From an optimization exercise on the open Yosys and OpenROAD flow, aimed at small area, a short achievable clock period and few clock cycles per item; shortcuts taken in it are not production practice. Only simulation tests tie the RTL to the original design; equivalence was not proved. The flow treats the clock pin as an ideal source, which a real chip does not have.

## aesDecryptTop
module aesDecryptTop
(
    input  logic   clk,
    input  logic   rstN,
    input  logic   inValid,
    input  logic [128-1:0]  cipherText,
    input  logic [1408-1:0] expandedKey,
    output logic   outValid,
    output logic [128-1:0]  plainText
);
    logic     busy;
    logic     busyN;
    logic     stateFlip;
    logic [128-1:0]    roundKey;
    logic [128-1:0]    roundState;
    logic [128-1:0]    nextState;
    aesDecryptCtrl aesDecryptCtrl_i
    (
        .clk        (clk),
        .rstN       (rstN),
        .inValid    (inValid),
        .cipherText (cipherText),
        .whitenKey  ({expandedKey[32*40 +: 32], expandedKey[32*41 +: 32],
                      expandedKey[32*42 +: 32], expandedKey[32*43 +: 32]}),
        .nextState  (nextState),
        .busy       (busy),
        .busyN      (busyN),
        .roundState (roundState),
        .stateFlip  (stateFlip),
        .outValid   (outValid)
    );
    roundKeyStore roundKeyStore_i
    (
        .clk         (clk),
        .busy        (busy),
        .busyN       (busyN),
        .expandedKey (expandedKey),
        .roundKey    (roundKey)
    );
    invRoundDatapath invRoundDatapath_i
    (
        .roundState (roundState),
        .roundKey   (roundKey),
        .stateFlip  (stateFlip),
        .nextState  (nextState)
    );
    assign plainText = roundState;
endmodule
Size: roughly 6000 cells after synthesis, roughly 1400 flip-flops, ~1700 I/O pins.
==> module invSbox, before the edit <==
module invSbox
(
    input  logic [7:0] inByte,
    input  logic [7:0] keyByte,
    output logic [7:0] outByte
);
    logic [3:0] ah, al, d, lam, di;
    logic [8:0] p, q, r, fdi;
    assign ah = inByte[7:4];
    assign al = inByte[3:0];
    assign p[0] = ah[3] & al[3];
    assign p[1] = ah[2] & al[2];
    assign p[2] = (ah[3] ^ ah[2]) & (al[3] ^ al[2]);
    assign p[3] = ah[1] & al[1];
    assign p[4] = ah[0] & al[0];
    assign p[5] = (ah[1] ^ ah[0]) & (al[1] ^ al[0]);
    assign p[6] = (ah[3] ^ ah[1]) & (al[3] ^ al[1]);
    assign p[7] = (ah[2] ^ ah[0]) & (al[2] ^ al[0]);
    assign p[8] = ((ah[3] ^ ah[2]) ^ (ah[1] ^ ah[0])) & ((al[3] ^ al[2]) ^ (al[1] ^ al[0]));
    logic x8, x9, x10, x11, x12, x13, x14, x15, x16;
    assign x8 = inByte[1] ^ inByte[2];
    assign x9 = inByte[4] ^ inByte[6];
    assign x10 = x8 ^ x9;
    assign x11 = inByte[3] ^ inByte[5];
    assign x12 = inByte[0] ^ x10;
    assign x13 = inByte[7] ^ x11;
    assign x14 = x10 ^ x13;
    assign x15 = inByte[2] ^ x11;
    assign x16 = inByte[3] ^ inByte[4];
    assign lam[0] = x12;
    assign lam[1] = x14;
    assign lam[2] = x15;
    assign lam[3] = x16;
    logic y13, y14, y15, y16, y17, y18, y19, y20, y21, y22, y23, y24, y25, y26;
    assign y13 = p[0] ^ p[4];
    assign y14 = p[4] ^ p[7];
    assign y15 = p[2] ^ p[3];
    assign y16 = lam[0] ^ y13;
    assign y17 = y15 ^ y16;
    assign y18 = p[1] ^ p[5];
    assign y19 = lam[1] ^ y13;
    assign y20 = y18 ^ y19;
    assign y21 = p[3] ^ p[6];
    assign y22 = lam[2] ^ y14;
    assign y23 = y21 ^ y22;
    assign y24 = p[5] ^ p[8];
    assign y25 = lam[3] ^ y14;
    assign y26 = y24 ^ y25;
    assign d[0] = y17;
    assign d[1] = y20;
    assign d[2] = y23;
    assign d[3] = y26;
    always_comb
    begin
        case (d)
            4'd0: di = 4'd0;
            4'd1: di = 4'd1;
            4'd2: di = 4'd3;
            4'd3: di = 4'd2;
            4'd4: di = 4'd10;
            4'd5: di = 4'd8;
            4'd6: di = 4'd14;
            4'd7: di = 4'd13;
            4'd8: di = 4'd5;
            4'd9: di = 4'd11;
            4'd10: di = 4'd4;
            4'd11: di = 4'd9;
            4'd12: di = 4'd15;
            4'd13: di = 4'd7;
            4'd14: di = 4'd6;
            4'd15: di = 4'd12;
            default: di = 4'd0;
        endcase
    end
    assign fdi[0] = di[3];
    assign fdi[1] = di[2];
    assign fdi[2] = (di[3] ^ di[2]);
    assign fdi[3] = di[1];
    assign fdi[4] = di[0];
    assign fdi[5] = (di[1] ^ di[0]);
    assign fdi[6] = (di[3] ^ di[1]);
    assign fdi[7] = (di[2] ^ di[0]);
    assign fdi[8] = ((di[3] ^ di[2]) ^ (di[1] ^ di[0]));
    assign q[0] = ah[3] & fdi[0];
    assign r[0] = al[3] & fdi[0];
    assign q[1] = ah[2] & fdi[1];
    assign r[1] = al[2] & fdi[1];
    assign q[2] = (ah[3] ^ ah[2]) & fdi[2];
    assign r[2] = (al[3] ^ al[2]) & fdi[2];
    assign q[3] = ah[1] & fdi[3];
    assign r[3] = al[1] & fdi[3];
    assign q[4] = ah[0] & fdi[4];
    assign r[4] = al[0] & fdi[4];
    assign q[5] = (ah[1] ^ ah[0]) & fdi[5];
    assign r[5] = (al[1] ^ al[0]) & fdi[5];
    assign q[6] = (ah[3] ^ ah[1]) & fdi[6];
    assign r[6] = (al[3] ^ al[1]) & fdi[6];
    assign q[7] = (ah[2] ^ ah[0]) & fdi[7];
    assign r[7] = (al[2] ^ al[0]) & fdi[7];
    assign q[8] = ((ah[3] ^ ah[2]) ^ (ah[1] ^ ah[0])) & fdi[8];
    assign r[8] = ((al[3] ^ al[2]) ^ (al[1] ^ al[0])) & fdi[8];
    logic z26, z27, z28, z29, z30, z31, z32, z33, z34, z35, z36, z37, z38, z39, z40, z41, z42, z43, z44, z45, z46, z47, z48, z49, z50, z51, z52, z53, z54, z55, z56, z57, z58, z59, z60, z61, z62, z63, z64, z65, z66, z67, z68, z69;
    assign z26 = q[3] ^ r[1];
    assign z27 = r[0] ^ z26;
    assign z28 = q[4] ^ q[7];
    assign z29 = q[6] ^ r[3];
    assign z30 = r[6] ^ z29;
    assign z31 = q[1] ^ q[2];
    assign z32 = r[5] ^ z28;
    assign z33 = q[8] ^ r[8];
    assign z34 = z27 ^ z30;
    assign z35 = r[4] ^ z33;
    assign z36 = r[7] ^ z27;
    assign z37 = q[8] ^ r[2];
    assign z38 = r[3] ^ keyByte[0];
    assign z39 = z26 ^ z31;
    assign z40 = z37 ^ z38;
    assign z41 = z32 ^ z39;
    assign z42 = z40 ^ z41;
    assign z43 = q[0] ^ q[2];
    assign z44 = q[6] ^ q[7];
    assign z45 = keyByte[1] ^ z43;
    assign z46 = z44 ^ z45;
    assign z47 = q[0] ^ q[1];
    assign z48 = q[4] ^ keyByte[2];
    assign z49 = z47 ^ z48;
    assign z50 = z35 ^ z49;
    assign z51 = z34 ^ z50;
    assign z52 = q[5] ^ keyByte[3];
    assign z53 = z52 ^ z35;
    assign z54 = z34 ^ z53;
    assign z55 = r[7] ^ keyByte[4];
    assign z56 = z55 ^ z32;
    assign z57 = z34 ^ z56;
    assign z58 = q[5] ^ r[8];
    assign z59 = keyByte[5] ^ z31;
    assign z60 = z58 ^ z59;
    assign z61 = z36 ^ z60;
    assign z62 = q[3] ^ r[8];
    assign z63 = keyByte[6] ^ z62;
    assign z64 = z30 ^ z32;
    assign z65 = z63 ^ z64;
    assign z66 = keyByte[7] ^ z28;
    assign z67 = z31 ^ z33;
    assign z68 = z66 ^ z67;
    assign z69 = z36 ^ z68;
    assign outByte[0] = z42;
    assign outByte[1] = z46;
    assign outByte[2] = z51;
    assign outByte[3] = z54;
    assign outByte[4] = z57;
    assign outByte[5] = z61;
    assign outByte[6] = z65;
    assign outByte[7] = z69;
endmodule
clock: 21.0 ns
lec_check: 0
cap_margin: 20
core_area: 4 4 376 376
die_area: 0 0 380 380
slew_margin: 20
standard.sh (not shown) runs the stock make flow with config.mk's settings and CLKGATE_MAP_FILE= SYNTH_SCRIPT=/design/flow/synth_recipe.tcl, a recipe that flattens the netlist after the stock synthesis.
==> flow/flow/run.sh <==
#!/bin/bash
# The standard layout (standard.sh), with:
#  - synthesis by synth_recipe.tcl, but ABC mapping with an area-oriented script
#    (abc -script replaced; flip-flops are mapped before ABC, so unchanged);
#  - buf_1 port buffers, pins one track apart;
#  - timing repair aiming below the 21 ns period (SETUP_SLACK_MARGIN);
#  - a clock tree of clkbuf_16 without dummy loads;
#  - the state flip-flops and output buffers one size up before the clock
#    tree (flow/pre_cts.tcl);
#  - if the routed layout has antenna violations, placement and routing are
#    redone once or twice with a slightly different placement density.
# Each run of standard.sh logs to standard_flow_N.log; ORFS keeps each step's
# log under orfs/logs/.
set -uo pipefail
W=$PWD
MARGIN="15.3"
CTSBUF="sky130_fd_sc_hd__clkbuf_16"
CTSEXTRA="-sink_clustering_size 20 -sink_clustering_max_diameter 100"
DENSITY="0.50"
EXTRA="GPL_ROUTABILITY_DRIVEN=0"
cp flow/map.abc $W/map.abc
cat > $W/my_synth.tcl <<EOT
proc abc {args} {
  set i [lsearch -exact \$args -script]
  if {\$i >= 0} { lset args [expr {\$i+1}] $W/map.abc }
  yosys abc {*}\$args
}
source $W/synth_recipe.tcl
EOT
run_flow() {
  bash standard.sh \
    SYNTH_SCRIPT=$W/my_synth.tcl \
    BUFFER_PORTS_ARGS="-buffer_cell sky130_fd_sc_hd__buf_1" \
    PLACE_PINS_ARGS="-min_distance 1 -min_distance_in_tracks" \
    SETUP_SLACK_MARGIN=$MARGIN \
    PRE_CTS_TCL=$W/flow/pre_cts.tcl \
    CTS_ARGS="-sink_clustering_enable -repair_clock_nets -dont_use_dummy_load -buf_list {$CTSBUF} $CTSEXTRA" \
    $EXTRA "$@"
}
antennas() {
  local odb=$W/orfs/results/sky130hd/aesDecryptTop/base/6_final.odb
  [[ -f $odb ]] || { echo 1; return; }
  printf 'read_db %s\nputs "ANTENNAS [check_antennas]"\n' "$odb" > $W/antennas.tcl
  openroad -no_init -exit $W/antennas.tcl > $W/antennas_check.log 2>&1
  grep -o 'ANTENNAS [0-9]*' $W/antennas_check.log | awk '{print $2}' | tail -1
}
run_flow PLACE_DENSITY=$DENSITY finish > standard_flow_0.log 2>&1
for try in 1 2; do
  n=$(antennas)
  echo "antenna check after try $((try-1)): ${n:-unknown}" >> flow_retries.log
  [[ "$n" == "0" ]] && break
  bash standard.sh clean_place clean_cts clean_route clean_finish > standard_clean_$try.log 2>&1
  d=$(python3 -c "print(f'{$DENSITY + 0.01*$try:.2f}')")
  run_flow PLACE_DENSITY=$d finish > standard_flow_$try.log 2>&1
done
Other scripts of this flow, unchanged in this note and not shown: flow/flow/map.abc, flow/flow/pre_cts.tcl
Testbench counts at the start, summed over its fixed seeds: cycles 5,640, items 512.
Next try:
--- a/flow/design.v
+++ b/flow/design.v
@@ -4,9 +4,9 @@
     input  logic [7:0] inByte,
     input  logic [7:0] keyByte,
     output logic [7:0] outByte
 );
-    logic [3:0] ah, al, d, lam, di;
+    logic [3:0] ah, al, d, lam;
     logic [8:0] p, q, r, fdi;
     assign ah = inByte[7:4];
     assign al = inByte[3:0];
     assign p[0] = ah[3] & al[3];
@@ -53,36 +53,27 @@
     assign d[3] = y26;
     always_comb
     begin
         case (d)
-            4'd0: di = 4'd0;
-            4'd1: di = 4'd1;
-            4'd2: di = 4'd3;
-            4'd3: di = 4'd2;
-            4'd4: di = 4'd10;
-            4'd5: di = 4'd8;
-            4'd6: di = 4'd14;
-            4'd7: di = 4'd13;
-            4'd8: di = 4'd5;
-            4'd9: di = 4'd11;
-            4'd10: di = 4'd4;
-            4'd11: di = 4'd9;
-            4'd12: di = 4'd15;
-            4'd13: di = 4'd7;
-            4'd14: di = 4'd6;
-            4'd15: di = 4'd12;
-            default: di = 4'd0;
+            4'd0: fdi = 9'b000000000;
+            4'd1: fdi = 9'b110110000;
+            4'd2: fdi = 9'b011011000;
+            4'd3: fdi = 9'b101101000;
+            4'd4: fdi = 9'b000101101;
+            4'd5: fdi = 9'b101000101;
+            4'd6: fdi = 9'b110101011;
+            4'd7: fdi = 9'b101110011;
+            4'd8: fdi = 9'b000110110;
+            4'd9: fdi = 9'b110011101;
+            4'd10: fdi = 9'b110000110;
+            4'd11: fdi = 9'b011110101;
+            4'd12: fdi = 9'b000011011;
+            4'd13: fdi = 9'b101011110;
+            4'd14: fdi = 9'b011101110;
+            4'd15: fdi = 9'b011000011;
+            default: fdi = 9'b0;
         endcase
     end
-    assign fdi[0] = di[3];
-    assign fdi[1] = di[2];
-    assign fdi[2] = (di[3] ^ di[2]);
-    assign fdi[3] = di[1];
-    assign fdi[4] = di[0];
-    assign fdi[5] = (di[1] ^ di[0]);
-    assign fdi[6] = (di[3] ^ di[1]);
-    assign fdi[7] = (di[2] ^ di[0]);
-    assign fdi[8] = ((di[3] ^ di[2]) ^ (di[1] ^ di[0]));
     assign q[0] = ah[3] & fdi[0];
     assign r[0] = al[3] & fdi[0];
     assign q[1] = ah[2] & fdi[1];
     assign r[1] = al[2] & fdi[1];
Outcome: The new run produced a clean layout; clock skew climbs by 8.1 ps; die area does not change; wire length climbs by 2.3%; via count climbs by 4.3%; critical path depth does not change; clock-buffer cell count climbs by 1; worst setup slack loses 13 ps.
Testbench counts after the change, summed over its fixed seeds: cycles 5,640, items 512.

re-timing with driven ports:
The results above use ideal ports. As a check the final layouts listed here were re-extracted and re-timed, cells and wires unchanged.
Step 1: set_driving_cell puts a clkbuf_16 on clk and a buf_2 on each other input, an assumption about the parent block.
Step 2 also shifts input and output timing later by t, the mid clock arrival at the registers, as if the neighbouring blocks saw the same clock.
Three values: no drivers, after step 1, after step 2; two values: the first two.
run	t, ns	setup slack, ns	latest minus earliest clock arrival (ns)	slew at the worst register clock pin (ns)	worst slew at a driven data input, ns
the first run	0.779	15.317 / 15.233 / 14.824	0.091 / 0.091	0.09 / 0.09	0.19
the second run	0.780	15.303 / 15.223 / 14.730	0.108 / 0.108	0.10 / 0.10	0.17
After both steps every run listed still meets setup and hold. The setup slack of the second run, which loses most, moves by -0.080 ns with the drivers and by -0.573 ns with both steps.
